This design comes from an exercise in tuning for small area, a short achievable clock period and few clock cycles per item on the open sky130 flow, not from production work.
In this exercise RTL edits were held to simulation tests only and were not proved equivalent to the original.
Power and IR drop assume default switching activity.

==> flow/design.v (excerpt) <==
module cpu_top #(
    parameter logic [31:0] RESET_PC    = 32'h0000_1000,
    parameter int          QUEUE_DEPTH = 4
) (
    input  logic        clk,
    input  logic        reset,
    output logic [31:0] ar_addr,
    output logic        ar_valid,
    input  logic        ar_ready,
    input  logic [31:0] r_data,
    input  logic        r_valid,
    output logic        r_ready,
    output logic        retire_valid,
    output logic [31:0] retire_pc,
    output logic [4:0]  retire_rd,
    output logic [31:0] retire_value,
    output logic        retire_write,
    output logic        retire_illegal
);
Size in the first run: about 3900 cells after synthesis, about 140 I/O pins, roughly 61000 um^2 of cells after synthesis.
==> flow/config.mk <==
export PLATFORM = sky130hd
export DESIGN_NAME = cpu_top
export DESIGN_NICKNAME = cpu_top
export VERILOG_FILES = /design/flow/design.v
export SDC_FILE = /design/flow/constraint.sdc
export NUM_CORES = 4
export LEC_CHECK = 0
export CAP_MARGIN = 20
export CORE_MARGIN = 2
export CORE_UTILIZATION = 60
export CTS_CLUSTER_DIAMETER = 80
export CTS_CLUSTER_SIZE = 25
export PLACE_DENSITY = 0.72
export SLEW_MARGIN = 20
export TNS_END_PERCENT = 5
==> flow/constraint.sdc <==
create_clock -name core_clock -period 10.0 [get_ports {clk}]
set_input_delay 2.0000 -clock core_clock [delete_from_list [all_inputs] [get_ports {clk}]]
set_output_delay 2.0000 -clock core_clock [all_outputs]
set_load 0.01 [all_outputs]
standard.sh (not shown) runs the stock make flow with config.mk's settings and CLKGATE_MAP_FILE= SYNTH_SCRIPT=/design/flow/synth_recipe.tcl, a recipe that flattens the netlist after the stock synthesis.
==> flow/flow/run.sh <==
#!/bin/bash
set -euo pipefail
bash standard.sh "BUFFER_PORTS_ARGS=-buffer_cell sky130_fd_sc_hd__buf_4" \
    SETUP_SLACK_MARGIN=6.9 finish > flow_standard.log 2>&1
Testbench counts at the start, summed over its fixed seeds: cycles 11,485, insts 8,000.
Change:
==> flow/flow/run.sh (replaced) <==
#!/bin/bash
set -euo pipefail
bash standard.sh "BUFFER_PORTS_ARGS=-buffer_cell sky130_fd_sc_hd__buf_4" \
    SETUP_SLACK_MARGIN=7.1 finish > flow_standard.log 2>&1
CTS_CLUSTER_DIAMETER = 100   (was 80)
CTS_CLUSTER_SIZE = 20   (was 25)
TNS_END_PERCENT = 20   (was 5)
Design area went up by about 2.4%.
Die area does not change.
Clock power went up by about 6%.
Core utilization went up by 1.6 points.
Via count went up by about 4%.
Change:
==> flow/flow/run.sh (replaced) <==
#!/bin/bash
set -euo pipefail
bash standard.sh "BUFFER_PORTS_ARGS=-buffer_cell sky130_fd_sc_hd__buf_4" \
    SETUP_SLACK_MARGIN=6.9 finish > flow_standard.log 2>&1
TNS_END_PERCENT = 5   (was 20)
The changed run finished with timing, DRC and antenna clean.
Die area does not change.
Count of clock-buffer cells in the layout goes down by 2.
Sequential share of layout area goes up by 0.86 points.
Clock power goes up by about 2%.
Combinational power goes down by 5.1%.
Power goes up by 0.40%.
Cell count goes down by 1.7%.
First-iteration DRC count goes down by 8.0%.
Wire length goes down by 4.2%.

---

cpu_top again, from the RTL that the note above started with.
==> flow/config.mk <==
export PLATFORM = sky130hd
export DESIGN_NAME = cpu_top
export DESIGN_NICKNAME = cpu_top
export VERILOG_FILES = /design/flow/design.v
export SDC_FILE = /design/flow/constraint.sdc
export NUM_CORES = 4
export LEC_CHECK = 0
export CAP_MARGIN = 20
export CORE_MARGIN = 2
export CORE_UTILIZATION = 60
export CTS_CLUSTER_DIAMETER = 100
export CTS_CLUSTER_SIZE = 20
export PLACE_DENSITY = 0.72
export SLEW_MARGIN = 20
export TNS_END_PERCENT = 5
==> flow/constraint.sdc <==
create_clock -name core_clock -period 10.0 [get_ports {clk}]
set_input_delay 2.0000 -clock core_clock [delete_from_list [all_inputs] [get_ports {clk}]]
set_output_delay 2.0000 -clock core_clock [all_outputs]
set_load 0.01 [all_outputs]
==> flow/flow/run.sh <==
#!/bin/bash
set -euo pipefail
bash standard.sh "BUFFER_PORTS_ARGS=-buffer_cell sky130_fd_sc_hd__buf_4" \
    SETUP_SLACK_MARGIN=7.1 finish > flow_standard.log 2>&1
Testbench counts at the start, summed over its fixed seeds: cycles 11,485, insts 8,000.
Next try:
==> flow/flow/run.sh (replaced) <==
#!/bin/bash
set -euo pipefail
bash standard.sh "BUFFER_PORTS_ARGS=-buffer_cell sky130_fd_sc_hd__buf_4" \
    SETUP_SLACK_MARGIN=6.9 finish > flow_standard.log 2>&1
--- a/flow/config.mk
+++ b/flow/config.mk
@@ -8,8 +8,8 @@
 export CAP_MARGIN = 20
 export CORE_MARGIN = 2
-export CORE_UTILIZATION = 60
+export CORE_UTILIZATION = 70
 export CTS_CLUSTER_DIAMETER = 100
 export CTS_CLUSTER_SIZE = 20
-export PLACE_DENSITY = 0.72
+export PLACE_DENSITY = 0.8
 export SLEW_MARGIN = 20
 export TNS_END_PERCENT = 5
Non-clock buffer count decreases by 29.
Final cell count is lower by 3.0%.
Synthesized cell count does not change.
Routed wire length climbs by 7.8%.
Clock power came out higher by about 3%.
Synthesized area does not change.
Power came out higher by 1.3%.
Combinational power rose by about 2%.
Hold slack gains 0.016 ns.
Via count came out higher by 6.0%.
Maximum frequency falls by about 4.3%.
Next try:
==> flow/flow/run.sh (replaced) <==
#!/bin/bash
set -euo pipefail
bash standard.sh "BUFFER_PORTS_ARGS=-buffer_cell sky130_fd_sc_hd__buf_2" \
    SETUP_SLACK_MARGIN=6.9 finish > flow_standard.log 2>&1
--- a/flow/config.mk
+++ b/flow/config.mk
@@ -8,8 +8,8 @@
 export CAP_MARGIN = 20
 export CORE_MARGIN = 2
-export CORE_UTILIZATION = 70
+export CORE_UTILIZATION = 60
 export CTS_CLUSTER_DIAMETER = 100
 export CTS_CLUSTER_SIZE = 20
-export PLACE_DENSITY = 0.8
+export PLACE_DENSITY = 0.72
 export SLEW_MARGIN = 20
 export TNS_END_PERCENT = 5
Effect:
- core utilization goes down by 11 points
- synthesized area does not change
- global-route usage shrinks by 11 points
- maximum frequency grows by 0.53%
- die area came out higher by 16%
- design area stays flat
- clock-buffer cell count increases by 7
- hold slack is worse by 0.013 ns
- final cell count grows by 2.6%
- flip-flop and latch count stays the same
- routed wire length falls by 10%

==> what the ideal ports hide <==
The results above use ideal ports. As a check the final layouts listed here were re-extracted and re-timed, cells and wires unchanged. Step 1 (the two cells are an assumption about what drives the block):
set clk [get_ports {clk}]
set_driving_cell -lib_cell sky130_fd_sc_hd__clkbuf_16 $clk
set_driving_cell -lib_cell sky130_fd_sc_hd__buf_2 [delete_from_list [all_inputs] $clk]
Step 2 times the ports against the registers' clock, not the clock port: input delays grow and output delays shrink by t, the midpoint of the rising clock arrivals with the driver on. Slacks: ideal / step 1 / step 2; pairs: ideal / step 1.
run | shift t [ns] | slack for setup (ns) | worst slew at a driven data input, ns
the first run of note 1 | 0.799 | 6.611 / 6.530 / 6.244 | 0.07
the second run of note 1 | 0.762 | 6.636 / 6.576 / 6.248 | 0.06
the third run of note 1 | 0.745 | 6.661 / 6.592 / 6.231 | 0.06
the first run of note 2 | 0.744 | 6.659 / 6.591 / 6.225 | 0.05
the second run of note 2 | 0.769 | 6.511 / 6.511 / 6.132 | 0.06
the third run of note 2 | 0.742 | 6.529 / 6.529 / 6.195 | 0.06
After both steps setup and hold are still met in every run listed. The setup slack of the first run of note 2, which loses most, moves by -0.068 ns with the drivers and by -0.434 ns with both steps.
